From an optimization exercise on the open Yosys and OpenROAD flow, aimed at small area and a short achievable clock period; shortcuts taken in it are not production practice. Only simulation tests tie the RTL to the original design; equivalence was not proved. Power and IR drop assume default switching activity.

===== flow/design.v =====
package armPkg;
  typedef logic [31:0] dataT;      
  typedef logic [3:0]  regAddrT;   
  typedef logic [3:0]  flagsT;     
  typedef enum logic [3:0] {
    aluAnd = 4'h0,
    aluEor = 4'h1,
    aluSub = 4'h2,
    aluRsb = 4'h3,
    aluAdd = 4'h4,
    aluAdc = 4'h5,
    aluSbc = 4'h6,
    aluRsc = 4'h7,
    aluTst = 4'h8,
    aluTeq = 4'h9,
    aluCmp = 4'ha,
    aluCmn = 4'hb,
    aluOrr = 4'hc,
    aluMov = 4'hd,
    aluBic = 4'he,
    aluMvn = 4'hf
  } aluOpT;
  typedef enum logic [1:0] {
    shLsl = 2'b00,
    shLsr = 2'b01,
    shAsr = 2'b10,
    shRor = 2'b11
  } shiftTypeT;
  typedef enum logic {
    modeImm = 1'b0,   
    modeReg = 1'b1    
  } operandModeT;
  localparam regAddrT PcReg    = 4'd15;   
  localparam dataT    NopInstr = '0;      
  localparam int FlagN = 3;
  localparam int FlagZ = 2;
  localparam int FlagC = 1;
  localparam int FlagV = 0;
endpackage
module barrelShifter
(
  input  armPkg::dataT        Rm,
  input  logic [11:0] Imm,
  input  armPkg::operandModeT Mode,
  input  armPkg::shiftTypeT   ShiftType,
  output armPkg::dataT        Operand
);
  function automatic logic [31:0] rotateRight(logic [31:0] value, logic [4:0] amount);
    logic [63:0] doubled;
    doubled = {value, value} >> amount;
    rotateRight = doubled[31:0];
  endfunction
  logic [4:0] immRotate;
  logic [4:0] shiftAmount;
  assign immRotate   = {Imm[11:8], 1'b0};   
  assign shiftAmount = Imm[11:7];
  always_comb begin
    if (Mode == armPkg::modeImm) begin
      Operand = rotateRight({24'b0, Imm[7:0]}, immRotate);
    end else begin
      unique case (ShiftType)
        armPkg::shLsl:   Operand = Rm << shiftAmount;
        armPkg::shLsr:   Operand = Rm >> shiftAmount;
        armPkg::shAsr:   Operand = armPkg::dataT'($signed(Rm) >>> shiftAmount);   
        default: Operand = rotateRight(Rm, shiftAmount);
      endcase
    end
  end
endmodule
module aluFlags
(
  input  logic  Clk,
  input  logic  Reset,
  input  armPkg::dataT  A,
  input  armPkg::dataT  B,
  input  armPkg::aluOpT AluOp,
  input  logic  SetFlags,
  output armPkg::dataT  Result,
  output armPkg::flagsT Flags
);
  armPkg::dataT        addX;
  armPkg::dataT        addY;
  logic        addCin;
  logic        isArith;
  logic [32:0] sum;
  armPkg::dataT        logicResult;
  logic        overflow;
  always_comb begin
    addX    = A;
    addY    = B;
    addCin  = 1'b0;
    isArith = 1'b1;
    unique case (AluOp)
      armPkg::aluAdd, armPkg::aluCmn: addCin = 1'b0;
      armPkg::aluAdc:         addCin = Flags[armPkg::FlagC];
      armPkg::aluSub, armPkg::aluCmp: begin
        addY   = ~B;                
        addCin = 1'b1;
      end
      armPkg::aluSbc: begin
        addY   = ~B;
        addCin = Flags[armPkg::FlagC];
      end
      armPkg::aluRsb: begin
        addX   = B;
        addY   = ~A;
        addCin = 1'b1;
      end
      armPkg::aluRsc: begin
        addX   = B;
        addY   = ~A;
        addCin = Flags[armPkg::FlagC];
      end
      default: isArith = 1'b0;
    endcase
  end
  always_comb begin
    unique case (AluOp)
      armPkg::aluAnd, armPkg::aluTst: logicResult = A & B;
      armPkg::aluEor, armPkg::aluTeq: logicResult = A ^ B;
      armPkg::aluOrr:         logicResult = A | B;
      armPkg::aluMov:         logicResult = B;
      armPkg::aluBic:         logicResult = A & ~B;
      armPkg::aluMvn:         logicResult = ~B;
      default:        logicResult = '0;   
    endcase
  end
  assign sum      = {1'b0, addX} + {1'b0, addY} + {32'b0, addCin};
  assign overflow = (addX[31] == addY[31]) && (sum[31] != addX[31]);
  assign Result   = isArith ? sum[31:0] : logicResult;
  always_ff @(posedge Clk or posedge Reset) begin
    if (Reset) begin
      Flags <= '0;
    end else if (SetFlags) begin
      Flags[armPkg::FlagN] <= Result[31];
      Flags[armPkg::FlagZ] <= (Result == '0);
      if (isArith) begin
        Flags[armPkg::FlagC] <= sum[32];
        Flags[armPkg::FlagV] <= overflow;
      end                                
    end
  end
endmodule
module executeStage
(
  input  logic        Clk,
  input  logic        Reset,
  input  armPkg::dataT        ExOperandA,
  input  armPkg::dataT        ExRm,
  input  logic [11:0] ExImm,
  input  armPkg::operandModeT ExMode,
  input  armPkg::shiftTypeT   ExShiftType,
  input  armPkg::aluOpT       ExAluOp,
  input  armPkg::regAddrT     ExRd,
  input  logic        ExWrite,
  input  logic        ExSetFlags,
  output logic        WbEnable,
  output armPkg::regAddrT     WbReg,
  output armPkg::dataT        WbData,
  output armPkg::flagsT       Flags
);
  armPkg::dataT    operandB;
  armPkg::dataT    aluResult;
  logic    memWrite;
  armPkg::regAddrT memRd;
  armPkg::dataT    memData;
  barrelShifter barrelShifter_i (
    .Rm       (ExRm),
    .Imm      (ExImm),
    .Mode     (ExMode),
    .ShiftType(ExShiftType),
    .Operand  (operandB)
  );
  aluFlags aluFlags_i (
    .Clk     (Clk),
    .Reset   (Reset),
    .A       (ExOperandA),
    .B       (operandB),
    .AluOp   (ExAluOp),
    .SetFlags(ExSetFlags),
    .Result  (aluResult),
    .Flags   (Flags)
  );
  always_ff @(posedge Clk or posedge Reset) begin
    if (Reset) begin
      memWrite <= 1'b0;
      memRd    <= '0;
      memData  <= '0;
      WbEnable <= 1'b0;
      WbReg    <= '0;
      WbData   <= '0;
    end else begin
      memWrite <= ExWrite;
      memRd    <= ExRd;
      memData  <= aluResult;
      WbEnable <= memWrite;    
      WbReg    <= memRd;
      WbData   <= memData;
    end
  end
endmodule
module controlDecoder
(
  input  armPkg::dataT        Instr,
  output armPkg::aluOpT       AluOp,
  output armPkg::operandModeT Mode,
  output logic        Write,
  output logic        SetFlags,
  output armPkg::regAddrT     Rd
);
  logic isImmForm;
  logic isRegForm;
  logic supported;
  logic isCompare;
  assign isImmForm = (Instr[27:25] == 3'b001);
  assign isRegForm = (Instr[27:25] == 3'b000) && !Instr[4];
  assign supported = (isImmForm || isRegForm) && (Instr != armPkg::NopInstr);
  assign AluOp = armPkg::aluOpT'(Instr[24:21]);
  assign Mode  = isImmForm ? armPkg::modeImm : armPkg::modeReg;
  assign Rd    = Instr[15:12];
  always_comb begin
    unique case (AluOp)
      armPkg::aluTst, armPkg::aluTeq, armPkg::aluCmp, armPkg::aluCmn: isCompare = 1'b1;   
      default:                        isCompare = 1'b0;
    endcase
  end
  assign Write    = supported && !isCompare && (Rd != armPkg::PcReg);
  assign SetFlags = supported && Instr[20];   
endmodule
module registerFile
(
  input  logic    Clk,
  input  logic    Reset,
  input  armPkg::regAddrT ReadA,
  input  armPkg::regAddrT ReadB,
  input  armPkg::dataT    Pc,
  output armPkg::dataT    DataA,
  output armPkg::dataT    DataB,
  input  logic    WriteEnable,
  input  armPkg::regAddrT WriteReg,
  input  armPkg::dataT    WriteData
);
  armPkg::dataT regs [16];
  armPkg::dataT pcView;
  assign pcView = Pc + 32'd8;   
  always_ff @(posedge Clk or posedge Reset) begin
    if (Reset) begin
      for (int i = 0; i < 16; i++) begin
        regs[i] <= '0;
      end
    end else if (WriteEnable && (WriteReg != armPkg::PcReg)) begin
      regs[WriteReg] <= WriteData;
    end
  end
  assign DataA = (ReadA == armPkg::PcReg) ? pcView : regs[ReadA];
  assign DataB = (ReadB == armPkg::PcReg) ? pcView : regs[ReadB];
endmodule
module decodeStage
(
  input  logic        Clk,
  input  logic        Reset,
  input  logic        Hold,
  input  armPkg::dataT        IdInstr,
  input  armPkg::dataT        IdPc,
  input  logic        WbEnable,
  input  armPkg::regAddrT     WbReg,
  input  armPkg::dataT        WbData,
  output armPkg::dataT        ExOperandA,
  output armPkg::dataT        ExRm,
  output logic [11:0] ExImm,
  output armPkg::operandModeT ExMode,
  output armPkg::shiftTypeT   ExShiftType,
  output armPkg::aluOpT       ExAluOp,
  output armPkg::regAddrT     ExRd,
  output logic        ExWrite,
  output logic        ExSetFlags
);
  armPkg::aluOpT       idAluOp;
  armPkg::operandModeT idMode;
  logic        idWrite;
  logic        idSetFlags;
  armPkg::regAddrT     idRd;
  armPkg::dataT        rnData;
  armPkg::dataT        rmData;
  controlDecoder controlDecoder_i (
    .Instr   (IdInstr),
    .AluOp   (idAluOp),
    .Mode    (idMode),
    .Write   (idWrite),
    .SetFlags(idSetFlags),
    .Rd      (idRd)
  );
  registerFile registerFile_i (
    .Clk        (Clk),
    .Reset      (Reset),
    .ReadA      (IdInstr[19:16]),   
    .ReadB      (IdInstr[3:0]),     
    .Pc         (IdPc),
    .DataA      (rnData),
    .DataB      (rmData),
    .WriteEnable(WbEnable),
    .WriteReg   (WbReg),
    .WriteData  (WbData)
  );
  always_ff @(posedge Clk or posedge Reset) begin
    if (Reset) begin
      ExOperandA  <= '0;
      ExRm        <= '0;
      ExImm       <= '0;
      ExMode      <= armPkg::modeImm;
      ExShiftType <= armPkg::shLsl;
      ExAluOp     <= armPkg::aluAnd;
      ExRd        <= '0;
      ExWrite     <= 1'b0;
      ExSetFlags  <= 1'b0;
    end else begin
      ExOperandA  <= rnData;
      ExRm        <= rmData;
      ExImm       <= IdInstr[11:0];
      ExMode      <= idMode;
      ExShiftType <= armPkg::shiftTypeT'(IdInstr[6:5]);
      ExAluOp     <= idAluOp;
      ExRd        <= idRd;
      ExWrite     <= idWrite && !Hold;      
      ExSetFlags  <= idSetFlags && !Hold;
    end
  end
endmodule
module fetchStage
#(
  parameter armPkg::dataT ResetAddr = '0
) (
  input  logic Clk,
  input  logic Reset,
  input  logic Hold,
  input  armPkg::dataT Instr,
  output armPkg::dataT InstrAddr,
  output armPkg::dataT IdInstr,
  output armPkg::dataT IdPc
);
  always_ff @(posedge Clk or posedge Reset) begin
    if (Reset) begin
      InstrAddr <= ResetAddr;
      IdInstr   <= armPkg::NopInstr;       
      IdPc      <= '0;
    end else if (!Hold) begin
      InstrAddr <= InstrAddr + 32'd4;
      IdInstr   <= Instr;          
      IdPc      <= InstrAddr;      
    end
  end
endmodule
module armCore
#(
  parameter armPkg::dataT ResetAddr = '0
) (
  input  logic    Clk,
  input  logic    Reset,
  input  logic    Hold,
  output armPkg::dataT    InstrAddr,
  input  armPkg::dataT    Instr,
  output logic    WbEnable,
  output armPkg::regAddrT WbReg,
  output armPkg::dataT    WbData,
  output armPkg::flagsT   Flags
);
  armPkg::dataT        idInstr;
  armPkg::dataT        idPc;
  armPkg::dataT        exOperandA;
  armPkg::dataT        exRm;
  logic [11:0] exImm;
  armPkg::operandModeT exMode;
  armPkg::shiftTypeT   exShiftType;
  armPkg::aluOpT       exAluOp;
  armPkg::regAddrT     exRd;
  logic        exWrite;
  logic        exSetFlags;
  fetchStage #(
    .ResetAddr(ResetAddr)
  ) fetchStage_i (
    .Clk      (Clk),
    .Reset    (Reset),
    .Hold     (Hold),
    .Instr    (Instr),
    .InstrAddr(InstrAddr),
    .IdInstr  (idInstr),
    .IdPc     (idPc)
  );
  decodeStage decodeStage_i (
    .Clk        (Clk),
    .Reset      (Reset),
    .Hold       (Hold),
    .IdInstr    (idInstr),
    .IdPc       (idPc),
    .WbEnable   (WbEnable),    
    .WbReg      (WbReg),
    .WbData     (WbData),
    .ExOperandA (exOperandA),
    .ExRm       (exRm),
    .ExImm      (exImm),
    .ExMode     (exMode),
    .ExShiftType(exShiftType),
    .ExAluOp    (exAluOp),
    .ExRd       (exRd),
    .ExWrite    (exWrite),
    .ExSetFlags (exSetFlags)
  );
  executeStage executeStage_i (
    .Clk        (Clk),
    .Reset      (Reset),
    .ExOperandA (exOperandA),
    .ExRm       (exRm),
    .ExImm      (exImm),
    .ExMode     (exMode),
    .ExShiftType(exShiftType),
    .ExAluOp    (exAluOp),
    .ExRd       (exRd),
    .ExWrite    (exWrite),
    .ExSetFlags (exSetFlags),
    .WbEnable   (WbEnable),
    .WbReg      (WbReg),
    .WbData     (WbData),
    .Flags      (Flags)
  );
endmodule

===== flow/run.sh =====
#!/bin/bash
# synth_recipe.tcl (not shown) runs the flow's synth.tcl, then flattens the netlist and writes it again
# the make line also repeats each setting of config.mk as NAME=value (left out here)
make -C /OpenROAD-flow-scripts/flow DESIGN_CONFIG=/design/flow/config.mk WORK_HOME=/design/flow/orfs CLKGATE_MAP_FILE= SYNTH_SCRIPT=/design/flow/synth_recipe.tcl finish

===== flow/config.mk =====
export PLATFORM = sky130hd
export DESIGN_NAME = armCore
export DESIGN_NICKNAME = armCore
export VERILOG_FILES = /design/flow/design.v
export SDC_FILE = /design/flow/constraint.sdc
export NUM_CORES = 4
export LEC_CHECK = 0
export CAP_MARGIN = 20
export CORE_MARGIN = 2
export CORE_UTILIZATION = 40
export SLEW_MARGIN = 20

===== flow/constraint.sdc =====
create_clock -name core_clock -period 6.3 [get_ports {Clk}]
set_input_delay 1.2600 -clock core_clock [delete_from_list [all_inputs] [get_ports {Clk}]]
set_output_delay 1.2600 -clock core_clock [all_outputs]
set_load 0.01 [all_outputs]

==> notes.md <==
critical path, stage by stage, from the launching register on:
cell,delay [ns]
dfrtp_4,0.53
buf_12,0.18
buf_12,0.17
mux4_2,0.55
mux4_2,0.51
o211ai_1,0.27
a2bb2oi_1,0.39
mux2i_1,0.23
o21ai_0,0.11
ha_1,0.25
or3_1,0.42
o211ai_1,0.24
and2_1,0.22
xor2_1,0.18
o221ai_1,0.13
a211o_1,0.27
or4_1,0.52
nor4_2,0.30
buf_4,0.17
and4_1,0.22
a32o_1,0.16
cell type report:
class	instances	area [sq um]	share of cell area
Inverter	69	263	0.00521
Sequential cell	737	18500	0.366
Tap cell	1414	1770	0.0351
Timing Repair Buffer	419	3640	0.0721
Multi-Input combinational cell	2854	23600	0.468
Antenna cell	1	2.50	0.0000496
Clock inverter	27	368	0.00729
Clock buffer	113	2350	0.0465
cell usage in the layout, fill, tap and decap left out, types with 14 or more instances in the layout:
| cell type | count |
|---|---|
| nand2b_1 | 27 |
| o21ai_0 | 180 |
| nand3_1 | 125 |
| mux2_1 | 14 |
| a211oi_1 | 20 |
| clkdlybuf4s50_1 | 104 |
| mux2_2 | 579 |
| a211o_1 | 14 |
| nor3_1 | 27 |
| buf_12 | 16 |
| nand2_1 | 192 |
| a31oi_1 | 21 |
| buf_4 | 295 |
| o221a_2 | 14 |
| a222oi_1 | 63 |
| nor2b_1 | 17 |
| a21oi_1 | 186 |
| nor2_1 | 130 |
| clkbuf_16 | 80 |
| xor2_1 | 38 |
| inv_1 | 64 |
| a21o_1 | 19 |
| and3_1 | 24 |
| nand4_1 | 78 |
| o21ai_1 | 14 |
| ha_1 | 65 |
| dfrtp_1 | 733 |
| nor2_4 | 27 |
| mux2i_1 | 115 |
| clkbuf_8 | 22 |
| mux4_2 | 85 |
| a22oi_1 | 326 |
| o22ai_1 | 81 |
| o211ai_1 | 34 |
| xnor2_1 | 47 |
worst paths after layout:
path,slack (ns),endpoint
max,0.20,executeStage_i.aluFlags_i.Flags[2]$_DFFE_PP0P_
min,0.35,executeStage_i.memRd[3]$_DFF_PP0_
max reg2reg,0.20,executeStage_i.aluFlags_i.Flags[2]$_DFFE_PP0P_
min reg2reg,0.35,executeStage_i.memRd[3]$_DFF_PP0_
max in group asynchronous,3.80,executeStage_i.memData[9]$_DFF_PP0_
min in group asynchronous,1.08,decodeStage_i.registerFile_i.regs[5][25]$_DFFE_PP0P_
state kept, by name, indices dropped and copies added (netlist names), 11 cells and up:
name,flops
fetchStage_i.IdInstr,32
decodeStage_i.ExRm,32
decodeStage_i.ExImm,11
executeStage_i.memData,32
decodeStage_i.registerFile_i.regs,480
fetchStage_i.IdPc,30
decodeStage_i.ExOperandA,32
fetchStage_i.InstrAddr,30
executeStage_i.WbData,32
repair_timing:
action                     CTS  global route
setup endpoints to repair    0             3
hold endpoints to repair     0             0
gates resized for setup      0            18
buffers inserted             0             2
layer usage:
layer | wire length, um | part of all wire | up-vias
met5 | 0 | 0 | -
met4 | 11300 | 0.060 | 0
met3 | 22600 | 0.12 | 622
met2 | 80200 | 0.42 | 2687
met1 | 74800 | 0.40 | 19500
li1 | - | - | 15800
kinds of logic after synthesis:
| group | synth area share |
|---|---|
| AND/OR/NAND/NOR | 0.0842 |
| XOR/XNOR | 0.0171 |
| AO/OA/AOI/OAI | 0.187 |
| other | 0.0000861 |
| buffers and inverters | 0.0427 |
| adder cells (fa/ha/maj) | 0.0196 |
| flip-flops | 0.423 |
| multiplexers | 0.226 |
where the power goes:
group | total (uW) | internal, uW | leakage [uW] | switching (uW)
clock network | 4850 | 2850 | 0.00133 | 2010
logic | 5740 | 2530 | 0.0108 | 3210
registers | 7260 | 5740 | 0.00982 | 1530
cell usage after synthesis (all sizes together), types with 85 or more instances:
library cell / instances
nand3: 125
nor2: 160
mux2: 599
mux2i: 116
buf: 89
nand2: 194
dfrtp: 737
o21ai: 195
clkbuf: 284
a22oi: 326
a21oi: 189
mux4: 85
through the flow:
stage / hold WS, ns / std cells / util
after detailed placement: 0.336 / 5491 / 0.440
after floorplan: 0.331 / 4033 / -
after global placement: 0.333 / 5491 / 0.440
after CTS: 0.349 / 5631 / 0.465
after global routing: 0.353 / 5633 / 0.466
final: 0.347 / 5634 / 0.466
==> summary.txt <==
Yosys
  – EDFF count, synth: 0
  – Post-synth top area cell: dfrtp_1
  – Top_reg_cell synth: dfrtp_1
  – Seq/Total Area, Yosys: 0.423
  – Syn Inst Count: 4,032
  – Async S/R FF share, synth: 1.00
  – Synth Register Bits: 737
  – Ys Warns: 8
  – Proportion of netlist area held by the largest area contributor: 0.423
  – Post-Syn Area per Cell: 10.8 sq um
  – Netlist cell types: 102
  – Synth top area cells: dfrtp_1 42%, mux2_2 15%, a22oi_1 5.6%
  – Post-Syn Area: 43,600 sq um

Critical path
  – Worst-path maximum fanout: 14
  – Critical path type: flip-flop to flip-flop
  – Crit. End Element: flip-flop
  – Worst path required time: 6.88 ns
  – Arrival @ worst endpoint: 6.68 ns
  – Worst reg2reg startpoint: decodeStage_i.ExImm[7]$_DFF_PP0_
  – Setup crit start: decodeStage_i.ExImm[7]$_DFF_PP0_
  – Crit start category: flip-flop
  – Worst r2r path cells: 20

Floorplanning
  – Die W: 334 um
  – Boundary Pins: 108
  – Site row count: 121
  – Die area: 112,000 sq um
  – Core Box Area: 108,000 sq um
  – Initial Utilization: 0.402
  – Die height: 334 um

Clock tree
  – CTS tree: built
  – H-tree lvl count: 3
  – CTS Hold Bufs: 0
  – Clock root cell: clkbuf_16
  – Clock Sinks: 737
  – Clock Tree Buf Depth: 3
  – Worst skew pair latency: 0.67 ns
  – CTS clk-pin slew, worst paths: 0.07 ns
  – TritonCTS buffer count: 78

Layout
  – Layout area overhead: 15.8%
  – Share of cells above drive strength 1: 0.289
  – Layout net count: 4,261
  – Final instance area: 50,500 sq um
  – Filler cells: 10,100

Placement
  – Pre-CTS setup slack: 0.221 ns
  – Final HPWL DP: 125,000 um
  – Dpl cell area: 47,600 sq um
  – IO buf count: 105
  – Routability congestion estimate: 1.04

Drt
  – DRT Pass-1 Iters: 9
  – Initial drt markers: 5,511
  – Vias per Instance: 6.85
  – Post-route DRC: 0
  – Routed Wire Length: 189,000 um
  – Post-DRT Antenna Nets: 0
  – Wire per inst: 33.5 um
  – Via count: 38,600

GRT
  – GRT busiest layer: met2
  – Pin count of the biggest net entering global routing: 119
  – Vias in the first global route: 37,100
  – GR Overflow Total: 0
  – First-pass GRT wire length: 271,000 um
  – Met2 usage: 0.482
  – Met1 Use GR: 0.453
  – Met3 Track Usage GR: 0.0919
  – GR Util All Layers: 0.332
  – Initial antenna violation count: 3

Timing
  – Post-route minimum period: 6.10 ns
  – Fmax: 164 MHz
  – Final setup viols: 0
  – TNS Setup: 0 ns
  – Worst Skew: 0.0521 ns
  – Tcrit/Tclk final: 0.968
  – Max_slew headroom: 0.279
  – Worst slew pin tran: 1.08 ns
  – Max Slew Vio Count: 0
  – Final hold vios: 0
  – Final worst-path setup slack: 0.199 ns

Min path
  – Hold_sp: decodeStage_i.ExRd[3]$_DFF_PP0_
  – Worst min path class: flip-flop to flip-flop
  – Hold Path Stages: 0

Pwr
  – Static Leakage: 0.0220 uW
  – VDD IR max: 0.230 mV
  – PwrDens: 354 nW/um^2
  – Overall power: 17,900 uW

Outcome
  – Status: no timing/DRC/antenna violations

Run
  – Max cap viols: 0

## afterwards: timing with drivers on the ports
How much do the figures lean on ideal ports? The routed layout below was timed once more, with nothing changed but the port constraints. Step 1 assumes that a clkbuf_16 drives the clock port and a buf_2 every other input. Step 2 also shifts input and output timing later by t, the mid clock arrival at the registers, as if the neighbouring blocks saw the same clock. Slacks: ideal / step 1 / step 2; pairs: ideal / step 1.
shift t [ns]: 0.714
slack for setup (ns): 0.199 / 0.199 / 0.199
worst slew at a driven data input, ns: 0.09
After both steps this run still meets setup and hold. For this run, drivers alone change the setup slack by 0.000 ns; drivers and shift together by 0.000 ns.
